This is an optimization exercise on Yosys and OpenROAD, whose aim is small area, a short achievable clock period and few clock cycles per item, not a production implementation. Only simulation tests tie the RTL to the original design; equivalence was not proved.

job 6031:
Design sliding_window_mean_stddev, start of the top module:
module sliding_window_mean_stddev (
    input  wire logic                               clk,
    input  wire logic                               rst_n,
    input  wire logic                               sample_valid,
    output logic                                    sample_stall,
    input  wire logic signed [swms_pkg::SAMPLE_W-1:0] sample,
    output logic                                    result_valid,
    input  wire logic                               result_stall,
    output logic signed [swms_pkg::SAMPLE_W-1:0]    mean,
    output logic        [swms_pkg::SAMPLE_W-1:0]    deviation,
    output logic                                    valid_res,
    input  wire logic                               cfg_valid,
    output logic                                    cfg_ready,
    input  wire logic   [swms_pkg::LEN_W-1:0]       window_length
);
    localparam int WINDOW_RESET = swms_pkg::WINDOW_RESET;
    localparam int NS = 22;                        
    localparam logic [NS-1:0] CUT = (22'd1 << 2) | (22'd1 << 5) | (22'd1 << 8) |
                                    (22'd1 << 10) | (22'd1 << 12) | (22'd1 << 14) |
                                    (22'd1 << 16) | (22'd1 << 18) | (22'd1 << 20);
    localparam logic [NS-1:0] MEAN_AT = (22'd1 << 0) | (22'd1 << 1) | (22'd1 << 3) |
                                        (22'd1 << 4) | (22'd1 << 6) | (22'd1 << 7) |
                                        (22'd1 << 9) | (22'd1 << 10) | (22'd1 << 11) |
                                        (22'd1 << 12) | (22'd1 << 13) | (22'd1 << 14) |
  ...
Size in the first run: roughly 11000 cells after synthesis, roughly 3100 flip-flops, roughly 65 I/O pins, about 120000 um2 of cells after synthesis.
Settings: LEC_CHECK=0, ABC_AREA=1, ABC_CLOCK_PERIOD_IN_PS=5000, CAP_MARGIN=20, CORE_MARGIN=2, CORE_UTILIZATION=55, CTS_CLUSTER_DIAMETER=80, CTS_CLUSTER_SIZE=24, SETUP_SLACK_MARGIN=5, SLEW_MARGIN=20; clock period 11.0 ns.
run.sh (not shown) runs the stock make flow with config.mk's settings and CLKGATE_MAP_FILE= SYNTH_SCRIPT=/design/flow/synth_recipe.tcl, a recipe that flattens the netlist after the stock synthesis.
Testbench counts of job 6031, summed over its fixed seeds: cycles 2,512, items 2,400.
--- input diff job 6031..job 4635 ---
Settings: swapping 20 for 10 in CAP_MARGIN; swapping 55 for 50 in CORE_UTILIZATION; swapping 20 for 10 in SLEW_MARGIN.
==> notes.md <==
- Area growth from synthesis to layout for job 4635 is higher than for job 6031.
- Initial DRC count, job 4635 vs job 6031: down by more than 10%
- When job 4635 is set beside job 6031, its post-route clock period utilization turns out to be 0.17 points larger.
--- input diff job 4635..job 748 ---
Settings: SLEW_MARGIN changed from 10 to 20; CORE_UTILIZATION changed from 50 to 55; CAP_MARGIN changed from 10 to 20; ABC_AREA removed (was 1).
Measured against each other, job 4635 and job 748 differ in post-detailed-route via-to-cell ratio, the higher figure coming from job 748.
Transition time at the pin with the least slew margin in job 748 vs job 4635: down 0.19 ns
After detailed routing, job 4635 needs less wire than job 748.
The maximum number of pins on one net before global-route repair in job 4635 is 2.4 times that in job 748.
Any difference in area taken by flip-flops and latches between job 748 and job 4635 is small enough to ignore.
Delta (job 748 minus job 4635): highest net fanout along the worst path went down 14, number of core rows went down 6, hold slack went down 0.022 ns, setup slack after placement went down 0.47 ns, total global routing track utilization went up 1.8 points.

---

## job 4601
sliding_window_mean_stddev again, from the RTL that the note above started with.
Settings: LEC_CHECK=0, ABC_AREA=1, ABC_CLOCK_PERIOD_IN_PS=5000, CAP_MARGIN=20, CORE_MARGIN=2, CORE_UTILIZATION=55, CTS_CLUSTER_DIAMETER=70, CTS_CLUSTER_SIZE=28, SETUP_SLACK_MARGIN=5, SLEW_MARGIN=20; clock period 11.0 ns.
Job 4601: no failed stages, no open violations at the end
Testbench counts of job 4601, summed over its fixed seeds: cycles 2,512, items 2,400.
## Diff of input files: job 9891 against job 4601
Settings: swapping 70 for 60 in CTS_CLUSTER_DIAMETER; swapping 28 for 30 in CTS_CLUSTER_SIZE; clearing ABC_AREA, which used to be 1.
==> notes.md <==
Going from job 4601 to job 9891, count of inserted antenna diode cells grows by 4.
Job 9891 against job 4601; cell area after layout is up by a few percent.
Compared with job 4601, job 9891 has less setup slack.
[inputs] job 8030 vs job 9891
Settings: CTS_CLUSTER_DIAMETER: 60 -> 80; CORE_UTILIZATION: 55 -> 68; CTS_CLUSTER_SIZE: 30 -> 24.
Job 8030: all stages complete, timing, DRC and antenna checks passed
Initial core utilization up 13 points in job 8030 wrt job 9891
Comparing the two runs side by side, job 8030 comes out behind job 9891 on via count.
Job 8030 against job 9891: fmax went down by about 1.7%.

re-timing with driven ports:
The flow's constraints put no driver on any port. The routed layouts listed below were extracted and timed again, unchanged, in two steps.
Step 1: set_driving_cell puts a clkbuf_16 on clk and a buf_2 on each other input, an assumption about the parent block.
Step 2 times the ports against the registers' clock, not the clock port: input delays grow and output delays shrink by t, the midpoint of the rising clock arrivals with the driver on.
Slacks: no drivers / after step 1 / after step 2; pairs: no drivers / after step 1.
run	t (ns)	slack for setup (ns)	worst hold slack (ns)
job 6031	0.941	5.253 / 5.233 / 4.809	0.291 / 0.291 / 0.291
job 4635	0.941	5.234 / 5.234 / 5.015	0.301 / 0.301 / 0.301
job 748	0.939	4.992 / 4.992 / 4.992	0.279 / 0.279 / 0.279
job 4601	0.936	5.289 / 5.289 / 4.933	0.306 / 0.306 / 0.306
job 9891	0.938	4.984 / 4.984 / 4.984	0.291 / 0.291 / 0.291
job 8030	0.943	4.881 / 4.881 / 4.881	0.305 / 0.305 / 0.305
After both steps every run listed still meets setup and hold. For job 6031, which loses most, drivers alone change the setup slack by -0.020 ns; drivers and shift together by -0.444 ns.
